From an optimization exercise on the open Yosys and OpenROAD flow, aimed at small area; shortcuts taken in it are not production practice. The RTL was checked by simulation tests, not by an equivalence proof against the original design. Power is estimated from default activity; no workload was simulated.

`design/flow/run.sh`:
```
#!/bin/bash
# synth_recipe.tcl (not shown) runs the flow's synth.tcl, then flattens the netlist and writes it again
# the make line also repeats each setting of config.mk as NAME=value (left out here)
make -C /OpenROAD-flow-scripts/flow DESIGN_CONFIG=/design/flow/config.mk WORK_HOME=/design/flow/orfs CLKGATE_MAP_FILE= SYNTH_SCRIPT=/design/flow/synth_recipe.tcl finish
```
`design/flow/config.mk`:
```
export PLATFORM = sky130hd
export DESIGN_NAME = rosetta_core
export DESIGN_NICKNAME = rosetta_core
export VERILOG_FILES = /design/flow/design.v
export SDC_FILE = /design/flow/constraint.sdc
export NUM_CORES = 4
export LEC_CHECK = 0
export CAP_MARGIN = 20
export CORE_MARGIN = 2
export CORE_UTILIZATION = 50
export SLEW_MARGIN = 20
export SYNTH_HIERARCHICAL = 1
export SYNTH_MINIMUM_KEEP_SIZE = 0
```
`design/flow/constraint.sdc`:
```
create_clock -name core_clock -period 8.0 [get_ports {clk}]
set_input_delay 1.6000 -clock core_clock [delete_from_list [all_inputs] [get_ports {clk}]]
set_output_delay 1.6000 -clock core_clock [all_outputs]
set_load 0.01 [all_outputs]
```
`design/flow/design.v`:
```
package rosetta_pkg;
    localparam int LANES_DEF = 16;
    localparam int WORD_DEF  = 8;
    localparam int INST_W    = 28;
    localparam int PC_W      = 8;
    localparam int VPTR_W    = 4;
    localparam int FP_W      = 2;
    typedef enum logic [1:0] {
        OP_ADD  = 2'd0,
        OP_SUB  = 2'd1,
        OP_MUL  = 2'd2,
        OP_HALT = 2'd3
    } opcode_t;
    typedef struct packed {
        logic [VPTR_W-1:0] dst_ptr;
        logic [VPTR_W-1:0] src0_ptr;
        logic [VPTR_W-1:0] src1_ptr;
        opcode_t           op;
        logic [FP_W-1:0]   fp_shift;
        logic [11:0]       unused;
    } inst_t;
    typedef struct packed {
        logic              valid;
        logic              halt;
        opcode_t           op;
        logic [FP_W-1:0]   fp_shift;
        logic [VPTR_W-1:0] dst_ptr;
    } stage_ctx_t;
endpackage
`timescale 1ns/10ps
module rosetta_lane_alu (
    input  logic [7:0] a,
    input  logic [7:0] b,
    input  logic       mul,       
    input  logic       add,       
    input  logic       sub,       
    input  logic [3:0] sh,        
    input  logic       sel,
    output logic [7:0] y
);
    logic [7:0] m;
    assign m[0]   = b[0] | ~mul;
    assign m[7:1] = b[7:1] & {7{mul}};
    logic [7:0] cb;
    logic       cbn0;
    assign cb[6:1] = (b[6:1] & {6{add}}) | (~b[6:1] & {6{sub}});
    assign cb[7]   = (~b[7] & add) | (b[7] & sub);
    assign cbn0    = ~((b[0] & add) | (~b[0] & sub));
    logic [8:0] k_n;
    assign k_n[0]   = ~sub;
    assign k_n[6:1] = '1;
    assign k_n[7]   = mul;
    assign k_n[8]   = ~mul;
    logic [15:0] pn;
    logic ppn0_0;
    logic ppn0_1;
    logic ppn0_2;
    logic ppn0_3;
    logic ppn0_4;
    logic ppn0_5;
    logic ppn0_6;
    logic ppn0_7;
    logic ppn1_0;
    logic ppn1_1;
    logic ppn1_2;
    logic ppn1_3;
    logic ppn1_4;
    logic ppn1_5;
    logic ppn1_6;
    logic ppn1_7;
    logic ppn2_0;
    logic ppn2_1;
    logic ppn2_2;
    logic ppn2_3;
    logic ppn2_4;
    logic ppn2_5;
    logic ppn2_6;
    logic ppn2_7;
    logic ppn3_0;
    logic ppn3_1;
    logic ppn3_2;
    logic ppn3_3;
    logic ppn3_4;
    logic ppn3_5;
    logic ppn3_6;
    logic ppn3_7;
    logic ppn4_0;
    logic ppn4_1;
    logic ppn4_2;
    logic ppn4_3;
    logic ppn4_4;
    logic ppn4_5;
    logic ppn4_6;
    logic ppn4_7;
    logic ppn5_0;
    logic ppn5_1;
    logic ppn5_2;
    logic ppn5_3;
    logic ppn5_4;
    logic ppn5_5;
    logic ppn5_6;
    logic ppn5_7;
    logic ppn6_0;
    logic ppn6_1;
    logic ppn6_2;
    logic ppn6_3;
    logic ppn6_4;
    logic ppn6_5;
    logic ppn6_6;
    logic ppn6_7;
    logic ppn7_0;
    logic ppn7_1;
    logic ppn7_2;
    logic ppn7_3;
    logic ppn7_4;
    logic ppn7_5;
    logic ppn7_6;
    logic ppn7_7;
    logic sn1;
    logic cn2;
    logic sn3;
    logic cn4;
    logic sn5;
    logic cn6;
    logic sn7;
    logic cn8;
    logic sn9;
    logic cn10;
    logic sn11;
    logic cn12;
    logic sn13;
    logic cn14;
    logic sn15;
    logic cn16;
    logic sn17;
    logic cn18;
    logic sn19;
    logic cn20;
    logic sn21;
    logic cn22;
    logic sn23;
    logic cn24;
    logic sn25;
    logic cn26;
    logic sn27;
    logic cn28;
    logic sn29;
    logic cn30;
    logic sn31;
    logic cn32;
    logic sn33;
    logic cn34;
    logic sn35;
    logic cn36;
    logic sn37;
    logic cn38;
    logic sn39;
    logic cn40;
    logic sn41;
    logic cn42;
    logic sn43;
    logic cn44;
    logic sn45;
    logic cn46;
    logic sn47;
    logic cn48;
    logic sn49;
    logic cn50;
    logic sn51;
    logic cn52;
    logic sn53;
    logic cn54;
    logic sn55;
    logic cn56;
    logic sn57;
    logic cn58;
    logic sn59;
    logic cn60;
    logic sn61;
    logic cn62;
    logic sn63;
    logic cn64;
    logic sn65;
    logic cn66;
    logic sn67;
    logic cn68;
    logic sn69;
    logic cn70;
    logic sn71;
    logic cn72;
    logic sn73;
    logic cn74;
    logic sn75;
    logic cn76;
    logic sn77;
    logic cn78;
    logic sn79;
    logic cn80;
    logic sn81;
    logic cn82;
    logic sn83;
    logic cn84;
    logic sn85;
    logic cn86;
    logic sn87;
    logic cn88;
    logic sn89;
    logic cn90;
    logic sn91;
    logic cn92;
    logic sn93;
    logic cn94;
    logic sn95;
    logic cn96;
    logic [11:0] tx;
    logic [11:0] ty;
    logic [11:0] ts;
    logic tc;
    assign ppn0_0 = ~(a[0] & m[0]);
    assign ppn0_1 = ~((a[0] & m[1]) | cb[1]);
    assign ppn0_2 = ~(a[0] & m[2]);
    assign ppn0_3 = ~(a[0] & m[3]);
    assign ppn0_4 = ~(a[0] & m[4]);
    assign ppn0_5 = ~(a[0] & m[5]);
    assign ppn0_6 = ~(a[0] & m[6]);
    assign ppn0_7 = a[0] & m[7];
    assign ppn1_0 = ~(a[1] & m[0]);
    assign ppn1_1 = ~((a[1] & m[1]) | cb[2]);
    assign ppn1_2 = ~(a[1] & m[2]);
    assign ppn1_3 = ~(a[1] & m[3]);
    assign ppn1_4 = ~(a[1] & m[4]);
    assign ppn1_5 = ~(a[1] & m[5]);
    assign ppn1_6 = ~(a[1] & m[6]);
    assign ppn1_7 = a[1] & m[7];
    assign ppn2_0 = ~(a[2] & m[0]);
    assign ppn2_1 = ~((a[2] & m[1]) | cb[3]);
    assign ppn2_2 = ~(a[2] & m[2]);
    assign ppn2_3 = ~(a[2] & m[3]);
    assign ppn2_4 = ~(a[2] & m[4]);
    assign ppn2_5 = ~(a[2] & m[5]);
    assign ppn2_6 = ~(a[2] & m[6]);
    assign ppn2_7 = a[2] & m[7];
    assign ppn3_0 = ~(a[3] & m[0]);
    assign ppn3_1 = ~((a[3] & m[1]) | cb[4]);
    assign ppn3_2 = ~(a[3] & m[2]);
    assign ppn3_3 = ~(a[3] & m[3]);
    assign ppn3_4 = ~(a[3] & m[4]);
    assign ppn3_5 = ~(a[3] & m[5]);
    assign ppn3_6 = ~(a[3] & m[6]);
    assign ppn3_7 = a[3] & m[7];
    assign ppn4_0 = ~(a[4] & m[0]);
    assign ppn4_1 = ~((a[4] & m[1]) | cb[5]);
    assign ppn4_2 = ~(a[4] & m[2]);
    assign ppn4_3 = ~(a[4] & m[3]);
    assign ppn4_4 = ~(a[4] & m[4]);
    assign ppn4_5 = ~(a[4] & m[5]);
    assign ppn4_6 = ~(a[4] & m[6]);
    assign ppn4_7 = a[4] & m[7];
    assign ppn5_0 = ~(a[5] & m[0]);
    assign ppn5_1 = ~((a[5] & m[1]) | cb[6]);
    assign ppn5_2 = ~(a[5] & m[2]);
    assign ppn5_3 = ~(a[5] & m[3]);
    assign ppn5_4 = ~(a[5] & m[4]);
    assign ppn5_5 = ~(a[5] & m[5]);
    assign ppn5_6 = ~(a[5] & m[6]);
    assign ppn5_7 = a[5] & m[7];
    assign ppn6_0 = ~(a[6] & m[0]);
    assign ppn6_1 = ~((a[6] & m[1]) | cb[7]);
    assign ppn6_2 = ~(a[6] & m[2]);
    assign ppn6_3 = ~(a[6] & m[3]);
    assign ppn6_4 = ~(a[6] & m[4]);
    assign ppn6_5 = ~(a[6] & m[5]);
    assign ppn6_6 = ~(a[6] & m[6]);
    assign ppn6_7 = a[6] & m[7];
    assign ppn7_0 = a[7] & m[0];
    assign ppn7_1 = a[7] & m[1];
    assign ppn7_2 = a[7] & m[2];
    assign ppn7_3 = a[7] & m[3];
    assign ppn7_4 = a[7] & m[4];
    assign ppn7_5 = a[7] & m[5];
    assign ppn7_6 = a[7] & m[6];
    assign ppn7_7 = ~(a[7] & m[7]);
    rosetta_fa u_sn1 (.x(ppn0_6), .y(ppn1_5), .z(1'b1), .s(sn1), .c(cn2));
    rosetta_fa u_sn3 (.x(k_n[7]), .y(ppn0_7), .z(ppn1_6), .s(sn3), .c(cn4));
    rosetta_fa u_sn5 (.x(ppn2_5), .y(ppn3_4), .z(ppn4_3), .s(sn5), .c(cn6));
    rosetta_fa u_sn7 (.x(k_n[8]), .y(ppn1_7), .z(ppn2_6), .s(sn7), .c(cn8));
    rosetta_fa u_sn9 (.x(ppn3_5), .y(ppn4_4), .z(ppn5_3), .s(sn9), .c(cn10));
    rosetta_fa u_sn11 (.x(ppn2_7), .y(ppn3_6), .z(ppn4_5), .s(sn11), .c(cn12));
    rosetta_fa u_sn13 (.x(ppn0_4), .y(ppn1_3), .z(1'b1), .s(sn13), .c(cn14));
    rosetta_fa u_sn15 (.x(ppn0_5), .y(ppn1_4), .z(ppn2_3), .s(sn15), .c(cn16));
    rosetta_fa u_sn17 (.x(ppn3_2), .y(ppn5_0), .z(1'b1), .s(sn17), .c(cn18));
    rosetta_fa u_sn19 (.x(ppn2_4), .y(ppn3_3), .z(ppn4_2), .s(sn19), .c(cn20));
    rosetta_fa u_sn21 (.x(ppn6_0), .y(ppn5_1), .z(sn1), .s(sn21), .c(cn22));
    rosetta_fa u_sn23 (.x(ppn5_2), .y(ppn7_0), .z(ppn6_1), .s(sn23), .c(cn24));
    rosetta_fa u_sn25 (.x(cn2), .y(sn3), .z(sn5), .s(sn25), .c(cn26));
    rosetta_fa u_sn27 (.x(ppn6_2), .y(ppn7_1), .z(cn4), .s(sn27), .c(cn28));
    rosetta_fa u_sn29 (.x(cn6), .y(sn7), .z(sn9), .s(sn29), .c(cn30));
    rosetta_fa u_sn31 (.x(ppn5_4), .y(ppn6_3), .z(ppn7_2), .s(sn31), .c(cn32));
    rosetta_fa u_sn33 (.x(cn8), .y(cn10), .z(sn11), .s(sn33), .c(cn34));
    rosetta_fa u_sn35 (.x(ppn3_7), .y(ppn4_6), .z(ppn5_5), .s(sn35), .c(cn36));
    rosetta_fa u_sn37 (.x(ppn6_4), .y(ppn7_3), .z(cn12), .s(sn37), .c(cn38));
    rosetta_fa u_sn39 (.x(ppn4_7), .y(ppn5_6), .z(ppn6_5), .s(sn39), .c(cn40));
    rosetta_fa u_sn41 (.x(ppn0_3), .y(ppn1_2), .z(1'b1), .s(sn41), .c(cn42));
    rosetta_fa u_sn43 (.x(ppn2_2), .y(ppn4_0), .z(ppn3_1), .s(sn43), .c(cn44));
    rosetta_fa u_sn45 (.x(ppn4_1), .y(cn14), .z(sn15), .s(sn45), .c(cn46));
    rosetta_fa u_sn47 (.x(cn16), .y(cn18), .z(sn19), .s(sn47), .c(cn48));
    rosetta_fa u_sn49 (.x(cn20), .y(sn23), .z(cn22), .s(sn49), .c(cn50));
    rosetta_fa u_sn51 (.x(cn24), .y(sn27), .z(cn26), .s(sn51), .c(cn52));
    rosetta_fa u_sn53 (.x(sn31), .y(cn28), .z(cn30), .s(sn53), .c(cn54));
    rosetta_fa u_sn55 (.x(cn32), .y(sn35), .z(sn37), .s(sn55), .c(cn56));
    rosetta_fa u_sn57 (.x(ppn7_4), .y(cn36), .z(sn39), .s(sn57), .c(cn58));
    rosetta_fa u_sn59 (.x(ppn5_7), .y(ppn6_6), .z(ppn7_5), .s(sn59), .c(cn60));
    rosetta_fa u_sn61 (.x(k_n[0]), .y(ppn0_0), .z(1'b1), .s(sn61), .c(cn62));
    rosetta_fa u_sn63 (.x(ppn1_0), .y(ppn0_1), .z(1'b1), .s(sn63), .c(cn64));
    rosetta_fa u_sn65 (.x(ppn0_2), .y(ppn2_0), .z(ppn1_1), .s(sn65), .c(cn66));
    rosetta_fa u_sn67 (.x(ppn3_0), .y(ppn2_1), .z(sn41), .s(sn67), .c(cn68));
    rosetta_fa u_sn69 (.x(cn42), .y(sn13), .z(sn43), .s(sn69), .c(cn70));
    rosetta_fa u_sn71 (.x(sn17), .y(cn44), .z(sn45), .s(sn71), .c(cn72));
    rosetta_fa u_sn73 (.x(cn46), .y(sn21), .z(sn47), .s(sn73), .c(cn74));
    rosetta_fa u_sn75 (.x(cn48), .y(sn25), .z(sn49), .s(sn75), .c(cn76));
    rosetta_fa u_sn77 (.x(sn29), .y(cn50), .z(sn51), .s(sn77), .c(cn78));
    rosetta_fa u_sn79 (.x(sn33), .y(cn52), .z(sn53), .s(sn79), .c(cn80));
    rosetta_fa u_sn81 (.x(cn34), .y(cn54), .z(sn55), .s(sn81), .c(cn82));
    rosetta_fa u_sn83 (.x(cn38), .y(sn57), .z(cn56), .s(sn83), .c(cn84));
    rosetta_fa u_sn85 (.x(cn40), .y(sn59), .z(cn58), .s(sn85), .c(cn86));
    rosetta_fa u_sn87 (.x(ppn6_7), .y(ppn7_6), .z(cn60), .s(sn87), .c(cn88));
    rosetta_fa u_sn89 (.x(cbn0), .y(sn61), .z(1'b1), .s(sn89), .c(cn90));
    rosetta_fa u_sn91 (.x(cn62), .y(sn63), .z(cn90), .s(sn91), .c(cn92));
    rosetta_fa u_sn93 (.x(cn64), .y(sn65), .z(cn92), .s(sn93), .c(cn94));
    rosetta_fa u_sn95 (.x(cn66), .y(sn67), .z(cn94), .s(sn95), .c(cn96));
    assign tx = {1'b1, ~ppn7_7, ~sn87, ~sn85, ~sn83, ~cn80, ~cn78, ~cn76, ~cn74, ~cn72, ~cn70, ~cn68};
    assign ty = {1'b0, ~cn88, ~cn86, ~cn84, ~cn82, ~sn81, ~sn79, ~sn77, ~sn75, ~sn73, ~sn71, ~sn69};
    assign tc = ~cn96;
    rosetta_sklansky #(.N(12), .L(4)) u_top (.x(tx), .y(ty), .ci(tc), .s(ts));
    assign pn[0] = sn89;
    assign pn[1] = sn91;
    assign pn[2] = sn93;
    assign pn[3] = sn95;
    assign pn[4] = ~ts[0];
    assign pn[5] = ~ts[1];
    assign pn[6] = ~ts[2];
    assign pn[7] = ~ts[3];
    assign pn[8] = ~ts[4];
    assign pn[9] = ~ts[5];
    assign pn[10] = ~ts[6];
    assign pn[11] = ~ts[7];
    assign pn[12] = ~ts[8];
    assign pn[13] = ~ts[9];
    assign pn[14] = ~ts[10];
    assign pn[15] = ~ts[11];
    logic [15:0] p;
    assign p = ~pn;
    logic [7:0] q;
    logic [7:0] d;
    logic       ovf;
    assign q = ({8{sh[0]}} & p[7:0]) | ({8{sh[1]}} & p[8:1])
             | ({8{sh[2]}} & p[9:2]) | ({8{sh[3]}} & p[10:3]);
    assign d   = p[14:7] ^ {8{p[15]}};
    assign ovf = (|d[7:3]) | (d[2] & ~sh[3]) | (d[1] & (sh[0] | sh[1]))
               | (d[0] & sh[0]);
    always_comb begin
        if (!sel)     y = 8'h00;
        else if (ovf) y = p[15] ? 8'h80 : 8'h7f;
        else          y = q;
    end
endmodule
module rosetta_fa (
    input  logic x,
    input  logic y,
    input  logic z,
    output logic s,
    output logic c
);
    assign s = x ^ y ^ z;
    assign c = (x & y) | (x & z) | (y & z);
endmodule
module rosetta_ha (
    input  logic x,
    input  logic y,
    output logic s,
    output logic c
);
    assign s = x ^ y;
    assign c = x & y;
endmodule
module rosetta_maj (
    input  logic x,
    input  logic y,
    input  logic z,
    output logic c
);
    assign c = (x & y) | (x & z) | (y & z);
endmodule
module rosetta_sklansky #(
    parameter int N = 8,
    parameter int L = 4      
) (
    input  logic [N-1:0] x,
    input  logic [N-1:0] y,
    input  logic         ci,
    output logic [N-1:0] s
);
    logic [N:0] g [0:L];
    logic [N:0] p [0:L];
    assign g[0] = {x & y, ci};
    assign p[0] = {x ^ y, 1'b0};
    for (genvar l = 0; l < L; l++) begin : g_lvl
        for (genvar i = 0; i <= N; i++) begin : g_pos
            if (((i >> l) & 1) == 1) begin : g_op
                localparam int J = ((i >> l) << l) - 1;
                assign g[l+1][i] = g[l][i] | (p[l][i] & g[l][J]);
                assign p[l+1][i] = p[l][i] & p[l][J];
            end else begin : g_pass
                assign g[l+1][i] = g[l][i];
                assign p[l+1][i] = p[l][i];
            end
        end
    end
    assign s = p[0][N:1] ^ g[L][N-1:0];
endmodule
`timescale 1ns/10ps
module rosetta_core #(
    parameter int LANES = rosetta_pkg::LANES_DEF,
    parameter int WORD  = rosetta_pkg::WORD_DEF
) (
    input  logic                             clk,
    input  logic                             rst,
    output logic                             im_ren,
    output logic [rosetta_pkg::PC_W-1:0]     im_ptr,
    input  logic [rosetta_pkg::INST_W-1:0]   im_rdata,
    output logic                             pam_src0_ren,
    output logic [rosetta_pkg::VPTR_W-1:0]   pam_src0_ptr,
    input  logic [LANES-1:0]                 pam_src0_rdata,
    output logic                             pam_src1_ren,
    output logic [rosetta_pkg::VPTR_W-1:0]   pam_src1_ptr,
    input  logic [LANES-1:0]                 pam_src1_rdata,
    output logic                             am_src0_ren,
    output logic [rosetta_pkg::VPTR_W-1:0]   am_src0_ptr,
    output logic [LANES-1:0]                 am_src0_cs,
    input  logic [LANES*WORD-1:0]            am_src0_rdata,
    output logic                             am_src1_ren,
    output logic [rosetta_pkg::VPTR_W-1:0]   am_src1_ptr,
    output logic [LANES-1:0]                 am_src1_cs,
    input  logic [LANES*WORD-1:0]            am_src1_rdata,
    output logic                             pam_dst_wen,
    output logic [rosetta_pkg::VPTR_W-1:0]   pam_dst_ptr,
    output logic [LANES-1:0]                 pam_dst_wdata,
    output logic                             am_dst_wen,
    output logic [rosetta_pkg::VPTR_W-1:0]   am_dst_ptr,
    output logic [LANES-1:0]                 am_dst_cs,
    output logic [LANES*WORD-1:0]            am_dst_wdata,
    output logic                             done
);
    logic [7:0] pc;
    logic       started;
    logic       halted;
    assign im_ren = started & ~halted;
    assign im_ptr = pc;
    always_ff @(posedge clk) begin
        if (rst) begin
            pc      <= '0;
            started <= 1'b0;
        end else begin
            started <= 1'b1;
            if (im_ren) pc <= pc + 1'b1;
        end
    end
    logic dec_valid;
    logic dec_halt;
    logic dec_issue;
    assign dec_halt  = dec_valid & (im_rdata[15:14] == 2'd3);
    assign dec_issue = dec_valid & (im_rdata[15:14] != 2'd3);
    assign pam_src0_ren = dec_issue;
    assign pam_src0_ptr = im_rdata[23:20];
    assign pam_src1_ren = dec_issue;
    assign pam_src1_ptr = im_rdata[19:16];
    always_ff @(posedge clk) begin
        if (rst) begin
            dec_valid <= 1'b0;
            halted    <= 1'b0;
        end else begin
            dec_valid <= im_ren & ~dec_halt;
            if (dec_halt) halted <= 1'b1;
        end
    end
    logic       v_msk, v_rm, v_com;
    logic [3:0] src0_msk, src1_msk;
    logic [3:0] dst_msk, dst_rm, dst_com, dst_wm;
    logic [1:0] op_msk, op_rm;
    logic [1:0] sh_msk, sh_rm;
    logic       v_wm;
    always_ff @(posedge clk) begin
        src0_msk <= im_rdata[23:20];
        src1_msk <= im_rdata[19:16];
        dst_msk  <= im_rdata[27:24];
        op_msk   <= im_rdata[15:14];
        sh_msk   <= im_rdata[13:12];
    end
    logic [LANES-1:0] lane_sel;
    assign lane_sel = v_msk ? (pam_src0_rdata & pam_src1_rdata) : '0;
    assign am_src0_ren = v_msk;
    assign am_src0_ptr = src0_msk;
    assign am_src0_cs  = lane_sel;
    assign am_src1_ren = v_msk;
    assign am_src1_ptr = src1_msk;
    assign am_src1_cs  = lane_sel;
    logic [LANES-1:0]      sel_rm, sel_com, sel_wm;
    logic [LANES*WORD-1:0] lane_y;
    logic [LANES*WORD-1:0] res_com, res_wm;
    always_ff @(posedge clk) begin
        sel_rm <= lane_sel;
        dst_rm <= dst_msk;
        op_rm  <= op_msk;
        sh_rm  <= sh_msk;
    end
    logic       alu_mul, alu_add, alu_sub;
    logic [3:0] alu_sh;
    assign alu_mul = op_rm[1];
    assign alu_add = (op_rm == 2'd0);
    assign alu_sub = (op_rm == 2'd1);
    assign alu_sh  = alu_mul ? (4'b0001 << sh_rm) : 4'b0001;
    for (genvar i = 0; i < LANES; i++) begin : g_lane
        rosetta_lane_alu u_lane_alu (
            .a        (am_src0_rdata[i*WORD +: WORD]),
            .b        (am_src1_rdata[i*WORD +: WORD]),
            .mul      (alu_mul),
            .add      (alu_add),
            .sub      (alu_sub),
            .sh       (alu_sh),
            .sel      (sel_rm[i]),
            .y        (lane_y[i*WORD +: WORD])
        );
    end
    always_ff @(posedge clk) begin
        res_com <= lane_y;
        sel_com <= sel_rm;
        dst_com <= dst_rm;
        res_wm  <= res_com;
        sel_wm  <= sel_com;
        dst_wm  <= dst_com;
    end
    logic halt_rm, halt_com, halt_wm;
    always_ff @(posedge clk) begin
        if (rst) begin
            v_msk    <= 1'b0;
            v_rm     <= 1'b0;
            v_com    <= 1'b0;
            v_wm     <= 1'b0;
            halt_rm  <= 1'b0;
            halt_com <= 1'b0;
            halt_wm  <= 1'b0;
            done     <= 1'b0;
        end else begin
            v_msk    <= dec_issue;
            v_rm     <= v_msk;
            v_com    <= v_rm;
            v_wm     <= v_com;
            halt_rm  <= halted;
            halt_com <= halt_rm;
            halt_wm  <= halt_com;
            done     <= halt_wm;
        end
    end
    assign am_dst_wen  = v_wm;
    assign pam_dst_wen = v_wm;
    assign am_dst_ptr  = dst_wm;
    assign pam_dst_ptr = dst_wm;
    assign am_dst_cs   = v_wm ? sel_wm : '0;
    assign am_dst_wdata = res_wm;
    for (genvar i = 0; i < LANES; i++) begin : g_nz
        assign pam_dst_wdata[i] = |res_wm[i*WORD +: WORD];
    end
endmodule
```
==> results of run 1 <==
==> kinds of logic (layout without fill, tap and decap cells) <==
family,after synthesis,count (layout)
adders and majority gates,993,993
and+or+nand+nor,1587,1587
muxes,33,33
buffers and inverters,982,1296
other,32,176
DFF,355,355
xor gates and xnor gates,162,162
AOI/OAI and AO/OA,781,781
==> area by class of cell <==
cell class | count | area, um^2
Clock inverter | 27 | 297
Antenna cell | 32 | 80.1
Tap cell | 1176 | 1470
Clock buffer | 55 | 1280
Multi-Input combinational cell | 3700 | 34600
Fill cell | 8120 | 36800
Inverter | 627 | 2350
Timing Repair Buffer | 587 | 5840
Sequential cell | 355 | 7110
==> per-layer routing <==
layer  global-route usage  vias up
met3               0.0422      185
met5                    0        -
li1                     -    16781
met2                0.438     1108
met4               0.0952       12
met1                0.359    17993
==> worst max path at each step <==
stage | slack (ns) | start | cells past startpoint | to
after floorplan | 0.65 | sh_rm[0]$_DFF_P_ | 4 | res_com[102]$_DFF_P_
after global placement | 0.47 | am_src1_rdata[88] | 21 | res_com[88]$_DFF_P_
after detailed placement | 0.39 | am_src1_rdata[88] | 20 | res_com[88]$_DFF_P_
after CTS | 0.99 | am_src1_rdata[0] | 21 | res_com[5]$_DFF_P_
after global routing | 0.61 | am_src1_rdata[0] | 21 | res_com[0]$_DFF_P_
final | 0.96 | am_src1_rdata[0] | 21 | res_com[5]$_DFF_P_
==> registers in the layout, indices dropped and copies added, names as in the netlist, 2 cells and up <==
signal	cells
op_rm	2
src1_msk	4
dst_rm	4
dst_wm	4
pc	8
dst_com	4
src0_msk	4
sh_msk	2
sel_wm	16
sel_rm	16
sh_rm	2
op_msk	2
dst_msk	4
sel_com	16
res_wm	128
res_com	128
==> synthesized netlist by cell type (17+ instances only) <==
master	instances	area share
sky130_fd_sc_hd__nor3_1	17	0.0019
sky130_fd_sc_hd__inv_1	627	0.052
sky130_fd_sc_hd__and3_1	257	0.036
sky130_fd_sc_hd__ha_1	161	0.045
sky130_fd_sc_hd__xor2_1	97	0.019
sky130_fd_sc_hd__o22ai_1	48	0.0067
sky130_fd_sc_hd__o21ai_0	67	0.0074
sky130_fd_sc_hd__a21boi_0	17	0.0028
sky130_fd_sc_hd__a22o_1	64	0.012
sky130_fd_sc_hd__buf_4	31	0.0052
sky130_fd_sc_hd__conb_1	32	0.0027
sky130_fd_sc_hd__nor2_1	182	0.015
sky130_fd_sc_hd__a21oi_1	68	0.0075
sky130_fd_sc_hd__nor4_1	48	0.0067
sky130_fd_sc_hd__mux2i_1	32	0.0071
sky130_fd_sc_hd__nand4_1	32	0.0044
sky130_fd_sc_hd__a21oi_2	32	0.0062
sky130_fd_sc_hd__nand2_1	773	0.064
sky130_fd_sc_hd__and2_1	129	0.018
sky130_fd_sc_hd__nand2b_1	49	0.0068
sky130_fd_sc_hd__dfxtp_1	355	0.16
sky130_fd_sc_hd__clkbuf_1	179	0.015
sky130_fd_sc_hd__a221oi_1	224	0.043
sky130_fd_sc_hd__o21ai_1	128	0.014
sky130_fd_sc_hd__nor2b_1	41	0.0057
sky130_fd_sc_hd__buf_1	113	0.0094
sky130_fd_sc_hd__or4_1	17	0.0028
sky130_fd_sc_hd__fa_1	832	0.37
sky130_fd_sc_hd__xnor2_1	65	0.013
==> per-module statistics from Yosys (local to each module, per instance), a selection <==
module,flops+latches,cell area [um^2],copies in the design
rosetta_fa,0,20.0,768
rosetta_lane_alu,0,877,16
rosetta_core,355,8150,1
==> worst reg2reg max path, stage by stage (launching register included) <==
cell	delay, ns
sky130_fd_sc_hd__dfxtp_4	0.78
sky130_fd_sc_hd__buf_4	0.54
sky130_fd_sc_hd__and2_1	0.42
sky130_fd_sc_hd__nand2_1	0.13
sky130_fd_sc_hd__fa_1	0.53
sky130_fd_sc_hd__fa_1	0.43
sky130_fd_sc_hd__fa_1	0.49
sky130_fd_sc_hd__fa_1	0.52
sky130_fd_sc_hd__inv_1	0.07
sky130_fd_sc_hd__ha_1	0.32
sky130_fd_sc_hd__a21o_1	0.20
sky130_fd_sc_hd__a21oi_2	0.19
sky130_fd_sc_hd__a21oi_2	0.10
sky130_fd_sc_hd__o41ai_2	0.25
sky130_fd_sc_hd__xnor2_1	0.43
sky130_fd_sc_hd__xor2_1	0.16
sky130_fd_sc_hd__a222oi_1	0.63
sky130_fd_sc_hd__nand3_2	0.25
sky130_fd_sc_hd__o21ai_1	0.20
==> report_power, final <==
part	switching, W	internal (W)	leakage [nW]
registers	0.0000331	0.00181	2.88
logic	0.00519	0.00377	18.9
clock network	0.000877	0.00125	0.753
total	0.00610	0.00684	22.6
==> through the flow <==
| step | instance area (um^2) | setup WS [ns] | std cells | utilization | hold slack (ns) |
|---|---|---|---|---|---|
| 5_1_grt | 53000 | 0.613 | 6554 | 0.590 | 0.322 |
| 3_5_place_dp | 51300 | 0.386 | 6445 | 0.572 | 0.312 |
| 4_1_cts | 52900 | 0.994 | 6527 | 0.590 | 0.312 |
| 2_1_floorplan | 45600 | 0.647 | 5037 | - | 0.310 |
| 3_3_place_gp | 51300 | 0.468 | 6445 | 0.572 | 0.310 |
| 6_report | 53000 | 0.963 | 6559 | 0.590 | 0.313 |
==> summary.md, run 1 <==
| Metric | Value |
|---|---|
| Total of endpoints with negative setup slack in the final report | 0 |
| Max layer used | met5 |
| Buffers inserted during post-CTS setup optimization | 0 |
| Number of standard-cell rows in the floorplan | 110 |
| Largest family of logic cells by synthesized area | adder cells |
| Post-synthesis cell count | about 5000 |
| R2R Path Start | op_rm[1]$_DFF_P_ |
| GRT overflow | 0 |
| Vias in the first global route | between 30000 and 40000 |
| Synthesis-stage register bit count | between 300 and 400 |
| Register-to-Register Path Depth | 18 |
| Period utilization | 0.880 |
| Routed length on met3 | 7590 um |
| Number of slew-limit violations in the final report | 0 |
| Post-route total power | 0.0129 W |
| Sum of negative setup slack | 0 ns |
| Core outline area | approximately 90000 um^2 |
| Number of buffers and inverters on the critical path | 3 |
| Reg2reg setup slack | between 1 and 1.5 ns |
| Number of buffers created by CTS | between 40 and 50 |
| Metal1 wirelength | roughly 51000 um |
| Final Hold Vio Count | 0 |
| Maximum clock rate | roughly 140 MHz |
| Synthesized cell area | 45100 um^2 |
| Share of flip-flops with an asynchronous set or reset after synthesis | 0 |
| Portion of netlist area occupied by mux cells | 0.00734 |
| Mean instance size in the synthesized netlist | around 9 um^2 |
| Largest driver fanout on the critical path | 8 |
| Crit-path cells | clkdlybuf4s50_1, nand2b_1, nand2_1, fa_1, fa_1, fa_1, fa_1, fa_1, inv_1, inv_1, fa_1, nor2b_1, o2111ai_2, a21boi_0, o21ai_0, nand2b_1, fa_1, nand4_1, a2bb2o_1, a211o_2, o21ai_1 |
| Number of search-and-repair iterations in the first detailed-routing pass | 6 |
| Path class of the lowest-slack min-delay path | reg -> reg |
| Gate family responsible for the most delay along the worst path | adder cells |
| Max clock buf depth | 3 |
| Basic-gate share of the synthesized area counting and, or, nand and nor cells | 0.168 |
| Hold Path Sink | res_wm[72]$_DFF_P_ |
| Worst setup path class | in -> reg |
| Max-Cap Viols | 0 |
| Startpoint of the worst hold path | res_com[72]$_DFF_P_ |
| Synth-to-Final Area Change | 17.4% |
| Power per unit of standard cell area | between 200 and 250 nW/um^2 |
| Ports | 550 |
| Minimum period implied by the final worst setup slack | approximately 7.0 ns |
| Synth Area in Adders | 0.414 |
| Clock tree root buffer cell | sky130_fd_sc_hd__clkbuf_16 |
| Headroom to the max-slew limit | 0.313 |
| Routability cong. | ~0.9 |
| CP required | between 8 and 9 ns |
| Worst hold path stage count | 0 |
| Unrepaired setup endpoints after global routing | no |
| Die Wd | ~300 um |
| Worst Path Arrival | ~7.6 ns |
| CTS sink count | roughly 360 |
| Number of buffers added on ports | approximately 540 |
| Die span in y | between 300 and 400 um |
| Unique masters post-synth | 54 |
| Number of antenna violations at the first check in global routing | 38 |
| Number of gates given a new drive strength after cts | 0 |
| Number of enable-type register cells in the synthesized netlist | 0 |
| Clock skew after layout | roughly 0.030 ns |
| Detailed Route Iter0 Violations | 2099 |
| Most used DFF post-synth | sky130_fd_sc_hd__dfxtp_1 |
| Leakage component of the power | around 23 nW |
| CTS clock-pin slew for the worst setup and hold paths | about 0.060 ns |
| DRC | 0 |
| Worst skew pair latency | 0.61 ns |
| Max rail drop VDD | about 160 uV |
| Total routing resource utilization after global routing | 0.267 |
| Post-detailed-route wirelength per cell | between 15 and 20 um |
| Ratio of cells with drive above 1 in the final layout | 0.0447 |
| Clock tree from TritonCTS | yes |
| Leading cell type in the layout, fill and taps excluded | sky130_fd_sc_hd__fa_1 |
| Starting Density | 0.503 |
| Cell with the most instances on the worst path | sky130_fd_sc_hd__fa_1 |
| Via count of the routed design | 36079 |
| Die footprint | about 93000 um^2 |
| Capture point of the worst reg-to-reg path | res_com[84]$_DFF_P_ |
| Synthesis warning total | 11 |
| Element type at the critical path end | flop |
| Pin slew with the least headroom to its limit | between 1 and 1.5 ns |
| Slowest stage delay, CP | between 0.5 and 0.6 ns |
| Post-detail-place hpwl | 97300 um |
| Outcome | complete, no violations |
| Pin count of the biggest net entering global routing | 96 |
| Portion of the post-synthesis area used by sequential elements | 0.157 |
| H-Tree Depth | 2 |
| Area fraction in compound gates after synthesis | 0.132 |
| Startpoint class of the critical path | primary input |
| Post-detailed-route count of antenna-violating nets | 0 |
| Count of nets after finishing | ~6600 |
| Wire length of the first global-routing pass | roughly 200000 um |
| Length of routed met2 wiring | ~58000 um |
| Total detailed-routing wirelength | 121000 um |
| XOR/XNOR share of the synthesized area | 0.0314 |
| Hold-fix buffers, CTS | 0 |
| Via density | 5.50 |
| Commonest non-fill, non-tap cells in the layout | sky130_fd_sc_hd__fa_1 (832), sky130_fd_sc_hd__nand2_1 (773), sky130_fd_sc_hd__inv_1 (627), sky130_fd_sc_hd__clkdlybuf4s50_1 (537), sky130_fd_sc_hd__dfxtp_1 (352) |
| Highest-delay cell along the critical path | sky130_fd_sc_hd__fa_1 |
==> inputs of run 2 (changes only) <==
--- a/design/flow/design.v
+++ b/design/flow/design.v
@@ -213,7 +213,15 @@
     logic sn95;
     logic cn96;
-    logic [11:0] tx;
-    logic [11:0] ty;
-    logic [11:0] ts;
+    logic sn97;
+    logic cn98;
+    logic sn99;
+    logic cn100;
+    logic sn101;
+    logic cn102;
+    logic [8:0] txn;
+    logic [8:0] tyn;
+    logic [8:0] tsn;
+    logic [8:0] tp;
+    logic [8:0] tcy;
     logic tc;
     assign ppn0_0 = ~(a[0] & m[0]);
@@ -329,39 +337,44 @@
     rosetta_fa u_sn93 (.x(cn64), .y(sn65), .z(cn92), .s(sn93), .c(cn94));
     rosetta_fa u_sn95 (.x(cn66), .y(sn67), .z(cn94), .s(sn95), .c(cn96));
-    assign tx = {1'b1, ~ppn7_7, ~sn87, ~sn85, ~sn83, ~cn80, ~cn78, ~cn76, ~cn74, ~cn72, ~cn70, ~cn68};
-    assign ty = {1'b0, ~cn88, ~cn86, ~cn84, ~cn82, ~sn81, ~sn79, ~sn77, ~sn75, ~sn73, ~sn71, ~sn69};
-    assign tc = ~cn96;
-    rosetta_sklansky #(.N(12), .L(4)) u_top (.x(tx), .y(ty), .ci(tc), .s(ts));
+    rosetta_fa u_sn97 (.x(cn68), .y(sn69), .z(cn96), .s(sn97), .c(cn98));
+    rosetta_fa u_sn99 (.x(cn70), .y(sn71), .z(cn98), .s(sn99), .c(cn100));
+    rosetta_fa u_sn101 (.x(cn72), .y(sn73), .z(cn100), .s(sn101), .c(cn102));
+    assign txn = {1'b0, ppn7_7, sn87, sn85, sn83, cn80, cn78, cn76, cn74};
+    assign tyn = {1'b1, cn88, cn86, cn84, cn82, sn81, sn79, sn77, sn75};
+    assign tc = ~cn102;
+    assign tp = txn ^ tyn;
+    rosetta_prefix #(.N(9), .L(4)) u_top (.xn(txn), .yn(tyn), .p(tp), .ci(tc), .c(tcy));
+    assign tsn = ~(tp ^ tcy);
     assign pn[0] = sn89;
     assign pn[1] = sn91;
     assign pn[2] = sn93;
     assign pn[3] = sn95;
-    assign pn[4] = ~ts[0];
-    assign pn[5] = ~ts[1];
-    assign pn[6] = ~ts[2];
-    assign pn[7] = ~ts[3];
-    assign pn[8] = ~ts[4];
-    assign pn[9] = ~ts[5];
-    assign pn[10] = ~ts[6];
-    assign pn[11] = ~ts[7];
-    assign pn[12] = ~ts[8];
-    assign pn[13] = ~ts[9];
-    assign pn[14] = ~ts[10];
-    assign pn[15] = ~ts[11];
+    assign pn[4] = sn97;
+    assign pn[5] = sn99;
+    assign pn[6] = sn101;
+    assign pn[7] = tsn[0];
+    assign pn[8] = tsn[1];
+    assign pn[9] = tsn[2];
+    assign pn[10] = tsn[3];
+    assign pn[11] = tsn[4];
+    assign pn[12] = tsn[5];
+    assign pn[13] = tsn[6];
+    assign pn[14] = tsn[7];
+    assign pn[15] = tsn[8];
     logic [15:0] p;
     assign p = ~pn;
-    logic [7:0] q;
-    logic [7:0] d;
-    logic       ovf;
-    assign q = ({8{sh[0]}} & p[7:0]) | ({8{sh[1]}} & p[8:1])
-             | ({8{sh[2]}} & p[9:2]) | ({8{sh[3]}} & p[10:3]);
-    assign d   = p[14:7] ^ {8{p[15]}};
-    assign ovf = (|d[7:3]) | (d[2] & ~sh[3]) | (d[1] & (sh[0] | sh[1]))
-               | (d[0] & sh[0]);
-    always_comb begin
-        if (!sel)     y = 8'h00;
-        else if (ovf) y = p[15] ? 8'h80 : 8'h7f;
-        else          y = q;
-    end
+    logic       all1, all0, ovf;
+    logic       pass, satv;
+    logic [6:0] q;
+    assign all1 = (&p[14:10]) & (p[9] | sh[3]) & (p[8] | sh[3] | sh[2])
+                & (p[7] | ~sh[0]);
+    assign all0 = ~(|p[14:10]) & (~p[9] | sh[3]) & (~p[8] | sh[3] | sh[2])
+                & (~p[7] | ~sh[0]);
+    assign ovf  = p[15] ? ~all1 : ~all0;
+    assign q    = ({7{sh[0]}} & p[6:0]) | ({7{sh[1]}} & p[7:1])
+                | ({7{sh[2]}} & p[8:2]) | ({7{sh[3]}} & p[9:3]);
+    assign pass = sel & ~ovf;
+    assign satv = sel & ovf & ~p[15];
+    assign y    = {sel & p[15], ({7{pass}} & q) | {7{satv}}};
 endmodule
 module rosetta_fa (
@@ -392,30 +405,31 @@
     assign c = (x & y) | (x & z) | (y & z);
 endmodule
-module rosetta_sklansky #(
-    parameter int N = 8,
-    parameter int L = 4      
-) (
-    input  logic [N-1:0] x,
-    input  logic [N-1:0] y,
-    input  logic         ci,
-    output logic [N-1:0] s
+module rosetta_prefix (
+    xn, yn, p, ci, c
 );
+    parameter int N = 8;
+    parameter int L = 4;      
+    input  logic [N-1:0] xn;
+    input  logic [N-1:0] yn;
+    input  logic [N-1:0] p;
+    input  logic         ci;
+    output logic [N-1:0] c;
     logic [N:0] g [0:L];
-    logic [N:0] p [0:L];
-    assign g[0] = {x & y, ci};
-    assign p[0] = {x ^ y, 1'b0};
+    logic [N:0] t [0:L];
+    assign g[0] = {~(xn | yn), ci};
+    assign t[0] = {p, 1'b0};
     for (genvar l = 0; l < L; l++) begin : g_lvl
         for (genvar i = 0; i <= N; i++) begin : g_pos
             if (((i >> l) & 1) == 1) begin : g_op
                 localparam int J = ((i >> l) << l) - 1;
-                assign g[l+1][i] = g[l][i] | (p[l][i] & g[l][J]);
-                assign p[l+1][i] = p[l][i] & p[l][J];
+                assign g[l+1][i] = g[l][i] | (t[l][i] & g[l][J]);
+                assign t[l+1][i] = t[l][i] & t[l][J];
             end else begin : g_pass
                 assign g[l+1][i] = g[l][i];
-                assign p[l+1][i] = p[l][i];
+                assign t[l+1][i] = t[l][i];
             end
         end
     end
-    assign s = p[0][N:1] ^ g[L][N-1:0];
+    assign c = g[L][N-1:0];
 endmodule
 `timescale 1ns/10ps
==> run 2 against run 1 <==
  * Synthesized area is 4.4% lower
  * Non-clock buffer count is 46 higher
  * Total power is 2.8% higher
  * Worst setup slack worse by 0.33 ns
  * Still clean on timing, DRC and antenna
  * Sequential share of layout area is 0.46 points higher
  * Highest routed layer unchanged
  * Critical path type unchanged
  * Routed wire length is 0.43% lower
  * Sequential power hardly changed
  * Critical path depth stayed put
  * First-iteration DRC count is 2.1% higher
  * Via count is 7.0% lower
  * Hold slack better by 0.0067 ns
==> summary.md, run 2 <==
| Metric | Value |
|---|---|
| Starting Density | 0.505 |
| Path class of the lowest-slack min-delay path | reg -> reg |
| Cell with the most instances on the worst path | sky130_fd_sc_hd__fa_1 |
| Total detailed-routing wirelength | 121000 um |
| Die span in y | between 200 and 300 um |
| Core outline area | 85400 um^2 |
| CTS sink count | between 300 and 400 |
| Slowest stage delay, CP | around 0.52 ns |
| Capture point of the worst reg-to-reg path | res_com[62]$_DFF_P_ |
| Synth-to-Final Area Change | 18.7% |
| Final Hold Vio Count | 0 |
| Die footprint | about 89000 um^2 |
| Max clock buf depth | 3 |
| GRT overflow | 0 |
| Leakage component of the power | between 15 and 20 nW |
| Minimum period implied by the final worst setup slack | roughly 7.4 ns |
| Pin count of the biggest net entering global routing | 87 |
| Number of gates given a new drive strength after cts | 0 |
| Sequential cell area | around 7100 um^2 |
| Launching element of the worst setup path | am_src1_rdata[112] |
| Synthesis warning total | 10 |
| Detailed Route Iter0 Violations | roughly 2100 |
| Filler Cells Inserted | 7515 |
| Period utilization | 0.921 |
| Buffers inserted during post-CTS setup optimization | 0 |
| Total of endpoints with negative setup slack in the final report | 0 |
| Largest registers ranked by flip-flop count | res_com x128, res_wm x128 |
| Die Wd | about 300 um |
| DRC | 0 |
| R2R Path Start | op_rm[1]$_DFF_P_ |
| Post-detailed-route count of antenna-violating nets | 0 |
| Sum of negative setup slack | 0 ns |
| Number of slew-limit violations in the final report | 0 |
| Unrepaired setup endpoints after global routing | no |
| Element type at the critical path end | flop |
| Clock tree root buffer cell | sky130_fd_sc_hd__clkbuf_16 |
| Number of search-and-repair iterations in the first detailed-routing pass | 5 |
| Post-detailed-route wirelength per cell | roughly 20 um |
| Number of buffers created by CTS | 41 |
| Vias in the first global route | 34829 |
| CTS clock-pin slew for the worst setup and hold paths | around 0.070 ns |
| Wire length of the first global-routing pass | 194000 um |
| Post-detail-place hpwl | between 90000 and 100000 um |
| Worst skew pair latency | around 0.59 ns |
| Ratio of cells with drive above 1 in the final layout | 0.0709 |
| Number of standard-cell rows in the floorplan | 107 |
| Total routing resource utilization after global routing | 0.276 |
| Via count of the routed design | about 34000 |
| Max rail drop VDD | 219 uV |
| Maximum clock rate | around 140 MHz |
| Ports | 550 |
| Count of nets after finishing | roughly 5900 |
| Headroom to the max-slew limit | 0.247 |
| Multi-input combinational cell area | between 30000 and 40000 um^2 |
| Power per unit of standard cell area | 260 nW/um^2 |
| Hold Path Sink | res_wm[48]$_DFF_P_ |
| Number of antenna violations at the first check in global routing | 28 |
| Pin slew with the least headroom to its limit | 1.12 ns |
| Startpoint of the worst hold path | res_com[48]$_DFF_P_ |
| Highest-delay cell along the critical path | sky130_fd_sc_hd__fa_1 |
| Clock tree from TritonCTS | yes |
| Mean instance size in the synthesized netlist | ~10 um^2 |
| Synthesized cell area | 43200 um^2 |
| Startpoint class of the critical path | primary input |
| Worst setup path class | in -> reg |
| Leading cell type in the layout, fill and taps excluded | sky130_fd_sc_hd__fa_1 |
| Clock skew after layout | roughly 0.032 ns |
| Largest driver fanout on the critical path | 7 |
| Via density | 5.65 |
| Worst Path Arrival | between 7 and 8 ns |
| Max-Cap Viols | 0 |
| Worst hold path stage count | 0 |
| Post-synthesis cell count | between 4000 and 5000 |
| Number of buffers added on ports | 537 |
| Routability cong. | between 0.8 and 0.9 |
| H-Tree Depth | 2 |
| Outcome | complete, no violations |
| Hold-fix buffers, CTS | 0 |
| Commonest non-fill, non-tap cells in the layout | sky130_fd_sc_hd__fa_1 (816), sky130_fd_sc_hd__nand2_1 (741), sky130_fd_sc_hd__clkdlybuf4s50_1 (537), sky130_fd_sc_hd__dfxtp_1 (352), sky130_fd_sc_hd__nor2_1 (228) |
| Reg2reg setup slack | just under 1 ns |
| Crit-path cells | clkdlybuf4s50_1, nand2b_1, nand2_1, fa_1, fa_1, fa_1, fa_1, fa_1, fa_1, fa_1, fa_1, inv_1, o2bb2ai_2, a311o_2, a211o_1, a21o_1, xnor3_1, o211ai_2, a2111oi_4, nand3b_2, o21ai_1 |
| CP required | between 8 and 9 ns |
| Final standard cell area without fillers | between 50000 and 60000 um^2 |
| Placed Area | roughly 50000 um^2 |
| Register-to-Register Path Depth | 20 |
-- run 2: changes by cell type in the layout (fill, tap and decap cells not counted), moves of 47 or more --
cell | before | now
sky130_fd_sc_hd__inv_1 | 627 | 163
sky130_fd_sc_hd__a221oi_1 | 224 | 160
sky130_fd_sc_hd__nor2_1 | 180 | 228
sky130_fd_sc_hd__xnor3_1 | 0 | 96
sky130_fd_sc_hd__o22ai_1 | 48 | 128
sky130_fd_sc_hd__xor2_1 | 97 | 145
sky130_fd_sc_hd__buf_4 | 43 | 90
sky130_fd_sc_hd__ha_1 | 161 | 1
sky130_fd_sc_hd__a211oi_1 | 0 | 48
sky130_fd_sc_hd__a22o_1 | 64 | 0
-- run 2: critical path: cells and delay by family --
| family | cells | cell delay [ns] |
|---|---|---|
| compound gates | 7 | 1.32 |
| xor+xnor | 1 | 0.22 |
| simple gates | 3 | 0.48 |
| fa+ha+maj | 8 | 3.53 |
| buf+inv | 2 | 0.60 |
-- run 2: cell type report --
cell class	count	share of cell area
clock buffer	47	0.0214
multi-input combinational	3556	0.672
tap	1144	0.0279
timing repair buffer	633	0.120
inverter	163	0.0119
antenna	15	0.000733
sequential	355	0.139
clock inverter	25	0.00630
-- run 2: worst max path at each step --
stage / slack, ns / cells past startpoint / end
after floorplan: 0.41 / 19 / res_com[105]$_DFF_P_
after global placement: 0.07 / 21 / res_com[74]$_DFF_P_
after detailed placement: 0.04 / 20 / res_com[118]$_DFF_P_
after CTS: 0.65 / 21 / res_com[12]$_DFF_P_
after global routing: 0.32 / 20 / res_com[34]$_DFF_P_
final: 0.64 / 21 / res_com[116]$_DFF_P_
-- run 2: power by group --
| part | switching (W) | internal [W] | leakage [nW] |
|---|---|---|---|
| Sequential | 0.0000271 | 0.00181 | 2.88 |
| Combinational | 0.00491 | 0.00459 | 16.4 |
| Clock | 0.000812 | 0.00117 | 0.686 |
-- run 2: per-stage QoR --
step / hold WS [ns] / total power, W / utilization / cells / setup WS, ns
CTS: 0.321 / 0.0134 / 0.599 / 5923 / 0.651
global placement: 0.310 / 0.0112 / 0.583 / 5851 / 0.0707
floorplan: 0.310 / 0.00943 / - / 4397 / 0.411
finish: 0.319 / 0.0133 / 0.600 / 5938 / 0.635
detailed placement: 0.312 / 0.0113 / 0.583 / 5851 / 0.0423
global route: 0.330 / 0.0144 / 0.600 / 5934 / 0.324
-- run 2: metal layers --
layer	vias up	track usage	part of all wire
met1	16919	0.371	0.42
li1	15318	-	-
met5	-	0	0.0013
met2	1112	0.452	0.48
met3	187	0.0575	0.072
met4	24	0.0788	0.027
==> inputs of run 3 (changes only) <==
--- a/design/flow/design.v
+++ b/design/flow/design.v
@@ -219,9 +219,17 @@
     logic sn101;
     logic cn102;
-    logic [8:0] txn;
-    logic [8:0] tyn;
-    logic [8:0] tsn;
-    logic [8:0] tp;
-    logic [8:0] tcy;
+    logic sn103;
+    logic cn104;
+    logic sn105;
+    logic cn106;
+    logic sn107;
+    logic cn108;
+    logic sn109;
+    logic cn110;
+    logic [4:0] txn;
+    logic [4:0] tyn;
+    logic [4:0] tsn;
+    logic [4:0] tp;
+    logic [4:0] tcy;
     logic tc;
     assign ppn0_0 = ~(a[0] & m[0]);
@@ -289,5 +297,5 @@
     assign ppn7_6 = a[7] & m[6];
     assign ppn7_7 = ~(a[7] & m[7]);
-    rosetta_fa u_sn1 (.x(ppn0_6), .y(ppn1_5), .z(1'b1), .s(sn1), .c(cn2));
+    rosetta_han u_sn1 (.xn(ppn0_6), .yn(ppn1_5), .sn(sn1), .cn(cn2));
     rosetta_fa u_sn3 (.x(k_n[7]), .y(ppn0_7), .z(ppn1_6), .s(sn3), .c(cn4));
     rosetta_fa u_sn5 (.x(ppn2_5), .y(ppn3_4), .z(ppn4_3), .s(sn5), .c(cn6));
@@ -295,7 +303,7 @@
     rosetta_fa u_sn9 (.x(ppn3_5), .y(ppn4_4), .z(ppn5_3), .s(sn9), .c(cn10));
     rosetta_fa u_sn11 (.x(ppn2_7), .y(ppn3_6), .z(ppn4_5), .s(sn11), .c(cn12));
-    rosetta_fa u_sn13 (.x(ppn0_4), .y(ppn1_3), .z(1'b1), .s(sn13), .c(cn14));
+    rosetta_han u_sn13 (.xn(ppn0_4), .yn(ppn1_3), .sn(sn13), .cn(cn14));
     rosetta_fa u_sn15 (.x(ppn0_5), .y(ppn1_4), .z(ppn2_3), .s(sn15), .c(cn16));
-    rosetta_fa u_sn17 (.x(ppn3_2), .y(ppn5_0), .z(1'b1), .s(sn17), .c(cn18));
+    rosetta_han u_sn17 (.xn(ppn3_2), .yn(ppn5_0), .sn(sn17), .cn(cn18));
     rosetta_fa u_sn19 (.x(ppn2_4), .y(ppn3_3), .z(ppn4_2), .s(sn19), .c(cn20));
     rosetta_fa u_sn21 (.x(ppn6_0), .y(ppn5_1), .z(sn1), .s(sn21), .c(cn22));
@@ -309,5 +317,5 @@
     rosetta_fa u_sn37 (.x(ppn6_4), .y(ppn7_3), .z(cn12), .s(sn37), .c(cn38));
     rosetta_fa u_sn39 (.x(ppn4_7), .y(ppn5_6), .z(ppn6_5), .s(sn39), .c(cn40));
-    rosetta_fa u_sn41 (.x(ppn0_3), .y(ppn1_2), .z(1'b1), .s(sn41), .c(cn42));
+    rosetta_han u_sn41 (.xn(ppn0_3), .yn(ppn1_2), .sn(sn41), .cn(cn42));
     rosetta_fa u_sn43 (.x(ppn2_2), .y(ppn4_0), .z(ppn3_1), .s(sn43), .c(cn44));
     rosetta_fa u_sn45 (.x(ppn4_1), .y(cn14), .z(sn15), .s(sn45), .c(cn46));
@@ -319,6 +327,6 @@
     rosetta_fa u_sn57 (.x(ppn7_4), .y(cn36), .z(sn39), .s(sn57), .c(cn58));
     rosetta_fa u_sn59 (.x(ppn5_7), .y(ppn6_6), .z(ppn7_5), .s(sn59), .c(cn60));
-    rosetta_fa u_sn61 (.x(k_n[0]), .y(ppn0_0), .z(1'b1), .s(sn61), .c(cn62));
-    rosetta_fa u_sn63 (.x(ppn1_0), .y(ppn0_1), .z(1'b1), .s(sn63), .c(cn64));
+    rosetta_han u_sn61 (.xn(k_n[0]), .yn(ppn0_0), .sn(sn61), .cn(cn62));
+    rosetta_han u_sn63 (.xn(ppn1_0), .yn(ppn0_1), .sn(sn63), .cn(cn64));
     rosetta_fa u_sn65 (.x(ppn0_2), .y(ppn2_0), .z(ppn1_1), .s(sn65), .c(cn66));
     rosetta_fa u_sn67 (.x(ppn3_0), .y(ppn2_1), .z(sn41), .s(sn67), .c(cn68));
@@ -333,5 +341,5 @@
     rosetta_fa u_sn85 (.x(cn40), .y(sn59), .z(cn58), .s(sn85), .c(cn86));
     rosetta_fa u_sn87 (.x(ppn6_7), .y(ppn7_6), .z(cn60), .s(sn87), .c(cn88));
-    rosetta_fa u_sn89 (.x(cbn0), .y(sn61), .z(1'b1), .s(sn89), .c(cn90));
+    rosetta_han u_sn89 (.xn(cbn0), .yn(sn61), .sn(sn89), .cn(cn90));
     rosetta_fa u_sn91 (.x(cn62), .y(sn63), .z(cn90), .s(sn91), .c(cn92));
     rosetta_fa u_sn93 (.x(cn64), .y(sn65), .z(cn92), .s(sn93), .c(cn94));
@@ -340,9 +348,13 @@
     rosetta_fa u_sn99 (.x(cn70), .y(sn71), .z(cn98), .s(sn99), .c(cn100));
     rosetta_fa u_sn101 (.x(cn72), .y(sn73), .z(cn100), .s(sn101), .c(cn102));
-    assign txn = {1'b0, ppn7_7, sn87, sn85, sn83, cn80, cn78, cn76, cn74};
-    assign tyn = {1'b1, cn88, cn86, cn84, cn82, sn81, sn79, sn77, sn75};
-    assign tc = ~cn102;
+    rosetta_fa u_sn103 (.x(cn74), .y(sn75), .z(cn102), .s(sn103), .c(cn104));
+    rosetta_fa u_sn105 (.x(cn76), .y(sn77), .z(cn104), .s(sn105), .c(cn106));
+    rosetta_fa u_sn107 (.x(cn78), .y(sn79), .z(cn106), .s(sn107), .c(cn108));
+    rosetta_fa u_sn109 (.x(cn80), .y(sn81), .z(cn108), .s(sn109), .c(cn110));
+    assign txn = {1'b0, ppn7_7, sn87, sn85, sn83};
+    assign tyn = {1'b1, cn88, cn86, cn84, cn82};
+    assign tc = ~cn110;
     assign tp = txn ^ tyn;
-    rosetta_prefix #(.N(9), .L(4)) u_top (.xn(txn), .yn(tyn), .p(tp), .ci(tc), .c(tcy));
+    rosetta_prefix #(.N(5), .L(3)) u_top (.xn(txn), .yn(tyn), .p(tp), .ci(tc), .c(tcy));
     assign tsn = ~(tp ^ tcy);
     assign pn[0] = sn89;
@@ -353,13 +365,13 @@
     assign pn[5] = sn99;
     assign pn[6] = sn101;
-    assign pn[7] = tsn[0];
-    assign pn[8] = tsn[1];
-    assign pn[9] = tsn[2];
-    assign pn[10] = tsn[3];
-    assign pn[11] = tsn[4];
-    assign pn[12] = tsn[5];
-    assign pn[13] = tsn[6];
-    assign pn[14] = tsn[7];
-    assign pn[15] = tsn[8];
+    assign pn[7] = sn103;
+    assign pn[8] = sn105;
+    assign pn[9] = sn107;
+    assign pn[10] = sn109;
+    assign pn[11] = tsn[0];
+    assign pn[12] = tsn[1];
+    assign pn[13] = tsn[2];
+    assign pn[14] = tsn[3];
+    assign pn[15] = tsn[4];
     logic [15:0] p;
     assign p = ~pn;
@@ -397,4 +409,27 @@
     assign c = x & y;
 endmodule
+module rosetta_han (
+    input  logic xn,
+    input  logic yn,
+    output logic sn,
+    output logic cn
+);
+    rosetta_xnor2 u_s (.x(xn), .y(yn), .z(sn));
+    rosetta_or2   u_c (.x(xn), .y(yn), .z(cn));
+endmodule
+module rosetta_xnor2 (
+    input  logic x,
+    input  logic y,
+    output logic z
+);
+    assign z = ~(x ^ y);
+endmodule
+module rosetta_or2 (
+    input  logic x,
+    input  logic y,
+    output logic z
+);
+    assign z = x | y;
+endmodule
 module rosetta_maj (
     input  logic x,
==> design/flow/flow/run.sh (new file) <==
#!/bin/bash
# Own layout flow: the standard layout (standard.sh, all ORFS steps from
# synthesis to finish) with these knobs changed:
#  - every input and output port still gets its own buffer, but the
#    smallest one (buf_1) instead of the delay buffer buffer_ports picks
#  - the clock tree is built from clkbuf_4 and clkbuf_8, without dummy loads
# make's full output goes to standard_finish.log here; ORFS keeps each
# step's log under orfs/logs.
set -euo pipefail
bash standard.sh \
  "BUFFER_PORTS_ARGS=-buffer_cell sky130_fd_sc_hd__buf_1" \
  REMOVE_ABC_BUFFERS=1 \
  "CTS_ARGS=-sink_clustering_enable -repair_clock_nets -dont_use_dummy_load -buf_list {sky130_fd_sc_hd__clkbuf_4 sky130_fd_sc_hd__clkbuf_8}" \
  finish > standard_finish.log 2>&1
==> design/flow/standard.sh (new file) <==
#!/bin/bash
# synth_recipe.tcl (not shown) runs the flow's synth.tcl, then flattens the netlist and writes it again
# the make line also repeats each setting of config.mk as NAME=value (left out here)
make -C /OpenROAD-flow-scripts/flow DESIGN_CONFIG=/design/flow/config.mk WORK_HOME=/design/flow/orfs CLKGATE_MAP_FILE= SYNTH_SCRIPT=/design/flow/synth_recipe.tcl "${@:-finish}"
--- a/design/flow/config.mk
+++ b/design/flow/config.mk
@@ -9,4 +9,5 @@
 export CORE_MARGIN = 2
 export CORE_UTILIZATION = 50
+export GPL_TIMING_DRIVEN = 0
 export SLEW_MARGIN = 20
 export SYNTH_HIERARCHICAL = 1
removed: design/flow/run.sh
==> run 3 against run 2 <==
  * Core utilization decreased by 3.1 points
  * Clock-buffer cell count up 14
  * Critical path type unchanged
  * Highest routed layer unchanged
  * Critical path depth grew 3
  * Clock skew up 0.071 ns
  * Still clean
  * Largest cell class unchanged
==> summary.md, run 3 <==
| Metric | Value |
|---|---|
| Pin slew with the least headroom to its limit | slightly above 0.8 ns |
| Core outline area | 79000 um^2 |
| Leading cell type in the layout, fill and taps excluded | sky130_fd_sc_hd__nand2_1 |
| Net switching share of the total power | 0.432 |
| Maximum clock rate | about 130 MHz |
| Post-detailed-route count of antenna-violating nets | 0 |
| Clock skew after layout | 0.103 ns |
| Slowest stage delay, CP | ~0.43 ns |
| CTS sink count | about 360 |
| Final Hold Vio Count | 0 |
| Largest registers ranked by flip-flop count | res_com x128, res_wm x128 |
| Number of buffers created by CTS | 61 |
| H-Tree Depth | 2 |
| Total of endpoints with negative setup slack in the final report | 0 |
| Number of slew-limit violations in the final report | 0 |
| Post-Place Cells | about 5400 |
| Synthesis warning total | 10 |
| DRC | 0 |
| Leakage component of the power | around 16 nW |
| Post-route total power | approximately 0.0096 W |
| Largest driver fanout on the critical path | 7 |
| Power per unit of standard cell area | roughly 210 nW/um^2 |
| Outcome | complete, no violations |
| GRT overflow | 0 |
| Via count of the routed design | roughly 32000 |
| Clock power share | 0.138 |
| Pre-CTS WS | -0.968 ns |
| Ports | 550 |
| Number of standard-cell rows in the floorplan | 103 |
| Highest-delay cell along the critical path | sky130_fd_sc_hd__fa_1 |
| Sw Pwr | roughly 0.0042 W |
| Headroom to the max-slew limit | 0.455 |
| Worst Path Arrival | around 8.3 ns |
| Proportion of power drawn by combinational gates | 0.672 |
| Count of nets after finishing | between 5000 and 6000 |
| Post-detail-place hpwl | around 90000 um |
| Path class of the lowest-slack min-delay path | reg -> reg |
| Minimum period implied by the final worst setup slack | approximately 7.8 ns |
| Number of search-and-repair iterations in the first detailed-routing pass | 5 |
| Die footprint | ~82000 um^2 |
| Worst hold path stage count | 0 |
| Ratio of cells with drive above 1 in the final layout | 0.0892 |
| Max rail drop VDD | ~170 uV |
| Via density | between 5 and 6 |
| Post-detailed-route wirelength per cell | about 21 um |
| CP required | around 8.5 ns |
| Wire length of the first global-routing pass | ~180000 um |
| Mean instance size in the synthesized netlist | between 9 and 10 um^2 |
| Starting Density | 0.506 |
| Detailed Route Iter0 Violations | ~2200 |
| Startpoint class of the critical path | primary input |
| Cell Int Power | 0.00547 W |
| Synth-to-Final Area Change | 12.5% |
| Clock tree root buffer cell | sky130_fd_sc_hd__clkbuf_8 |
| Final cell count without fillers | between 5000 and 6000 |
| Number of buffers and inverters on the critical path | 2 |
| Element type at the critical path end | flop |
| Hold-fix buffers, CTS | 0 |
| Max-Cap Viols | 0 |
| Register-to-Register Path Depth | 26 |
| Worst skew pair latency | about 0.7 ns |
| Die Wd | around 290 um |
| CTS clock-pin slew for the worst setup and hold paths | about 0.06 ns |
| Max clock buf depth | 3 |
| Clock tree from TritonCTS | yes |
| Worst setup path class | in -> reg |
| Period utilization | 0.975 |
| Gate family responsible for the most delay along the worst path | adder cells |
| Cell with the most instances on the worst path | sky130_fd_sc_hd__fa_1 |
| Synthesized cell area | roughly 40000 um^2 |
| Vias in the first global route | roughly 32000 |
| Number of cells on the critical path | 24 |
| Routability cong. | about 0.9 |
| Number of buffers added on ports | around 540 |
| Total detailed-routing wirelength | approximately 120000 um |
| Commonest non-fill, non-tap cells in the layout | sky130_fd_sc_hd__nand2_1 (725), sky130_fd_sc_hd__fa_1 (723), sky130_fd_sc_hd__buf_1 (517), sky130_fd_sc_hd__dfxtp_1 (352), sky130_fd_sc_hd__o22ai_1 (240) |
| Die span in y | between 200 and 300 um |
| Total routing resource utilization after global routing | 0.274 |
| Pin count of the biggest net entering global routing | between 80 and 90 |
| Number of antenna violations at the first check in global routing | 25 |
| Sequential Power Share | 0.190 |
| Post-synthesis cell count | about 4100 |
| Crit-path cells | buf_1, nand2b_4, nand2_1, xnor2_1, or2_1, fa_1, fa_2, fa_1, fa_1, fa_1, fa_1, fa_1, fa_1, fa_1, fa_1, inv_1, o2bb2ai_2, a21oi_2, a2bb2oi_4, nand2_1, a221o_1, or4_4, mux2_4, o21ai_1 |
| Worst setup margin | between 0.15 and 0.2 ns |
## run 3: changes by cell type in the layout (fill, tap and decap cells not counted), sizes merged, moves of 35 or more
cell / previous run / this run
a221oi: 160 / 96
buf: 96 / 614
clkbuf: 47 / 82
clkdlybuf4s50: 537 / 0
conb: 112 / 0
fa: 816 / 768
nor2: 246 / 150
o21ai: 211 / 259
o22ai: 128 / 240
or2: 1 / 113
xnor2: 33 / 113
xnor3: 112 / 0
xor2: 145 / 97
## run 3: worst paths after layout
kind,to,start,slack [ns]
worst max-delay path,res_com[28]$_DFF_P_,am_src1_rdata[24],0.20
worst min-delay path,res_wm[68]$_DFF_P_,res_com[68]$_DFF_P_,0.24
worst max register to register,res_com[19]$_DFF_P_,op_rm[1]$_DFF_P_,0.23
worst min register to register,res_wm[68]$_DFF_P_,res_com[68]$_DFF_P_,0.24
## run 3: per-stage QoR
stage	util	hold slack, ns	TNS (ns)	cell area (um^2)
5_1_grt	0.569	0.248	-1.06	45000
3_5_place_dp	0.537	0.312	-92.99	42500
4_1_cts	0.553	0.243	0	43700
3_3_place_gp	0.530	0.310	-3543.33	41900
6_report	0.569	0.243	0	45000
2_1_floorplan	-	0.310	-1203.98	38600
## run 3: power by group through the flow
stage	clock network, W	registers (W)	logic (W)
final	0.00133	0.00183	0.00646
after global routing	0.00145	0.00183	0.00718
after CTS	0.00138	0.00183	0.00617
after detailed placement	0	0.00187	0.00605
after global placement	0	0.00189	0.00595
after floorplan	0	0.00188	0.00467
## run 3: area by class of cell
cell class / count / area (um^2)
Antenna cell: 19 / 47.5
Inverter: 163 / 638
Timing Repair Buffer: 638 / 3400
Clock buffer: 61 / 840
Fill cell: 7118 / 34000
Sequential cell: 355 / 7110
Tap cell: 1050 / 1310
Multi-Input combinational cell: 3300 / 31600
## run 3: metal layers
layer,track usage,share of wire,vias to the layer above
met5,0,0.00055,-
met1,0.378,0.42,16203
li1,-,-,14578
met3,0.0490,0.076,208
met4,0.0809,0.030,10
met2,0.442,0.47,1265
## run 3: timing repair
item,in CTS,in global routing
setup endpoints to repair,112,112
pin swaps,5,21
buffers inserted,11,59
cloned,3,8
gates resized for setup,42,139

afterwards: timing with drivers on the ports:
The results above use ideal ports. As a check the final layouts listed here were re-extracted and re-timed, cells and wires unchanged. Step 1, drivers: a clkbuf_16 drives clk and a buf_2 each remaining input, both assumed. Step 2 adds t to the input delays and takes it off the output delays; t is the mean of the earliest and latest rising clock arrival at the registers after step 1. Input paths then give back, and output paths get back, about the clock's delay inside the block. Three values: no drivers, after step 1, after step 2; two values: the first two.
run	shift t [ns]	slack for setup (ns)	worst setup path at the end	worst slew at a driven data input, ns	pins driven straight from the clock port
run 1	0.651	0.963 / 1.004 / 0.353	input to register	0.14	1
run 2	0.635	0.635 / 0.672 / 0.038	input to register	0.14	1
run 3	0.692	0.198 / 0.211 / -0.481	input to register	0.10	1
Met with ideal ports but missed after step 2: setup timing in run 3. The setup slack of run 3, which loses most, moves by +0.013 ns with the drivers and by -0.679 ns with both steps.
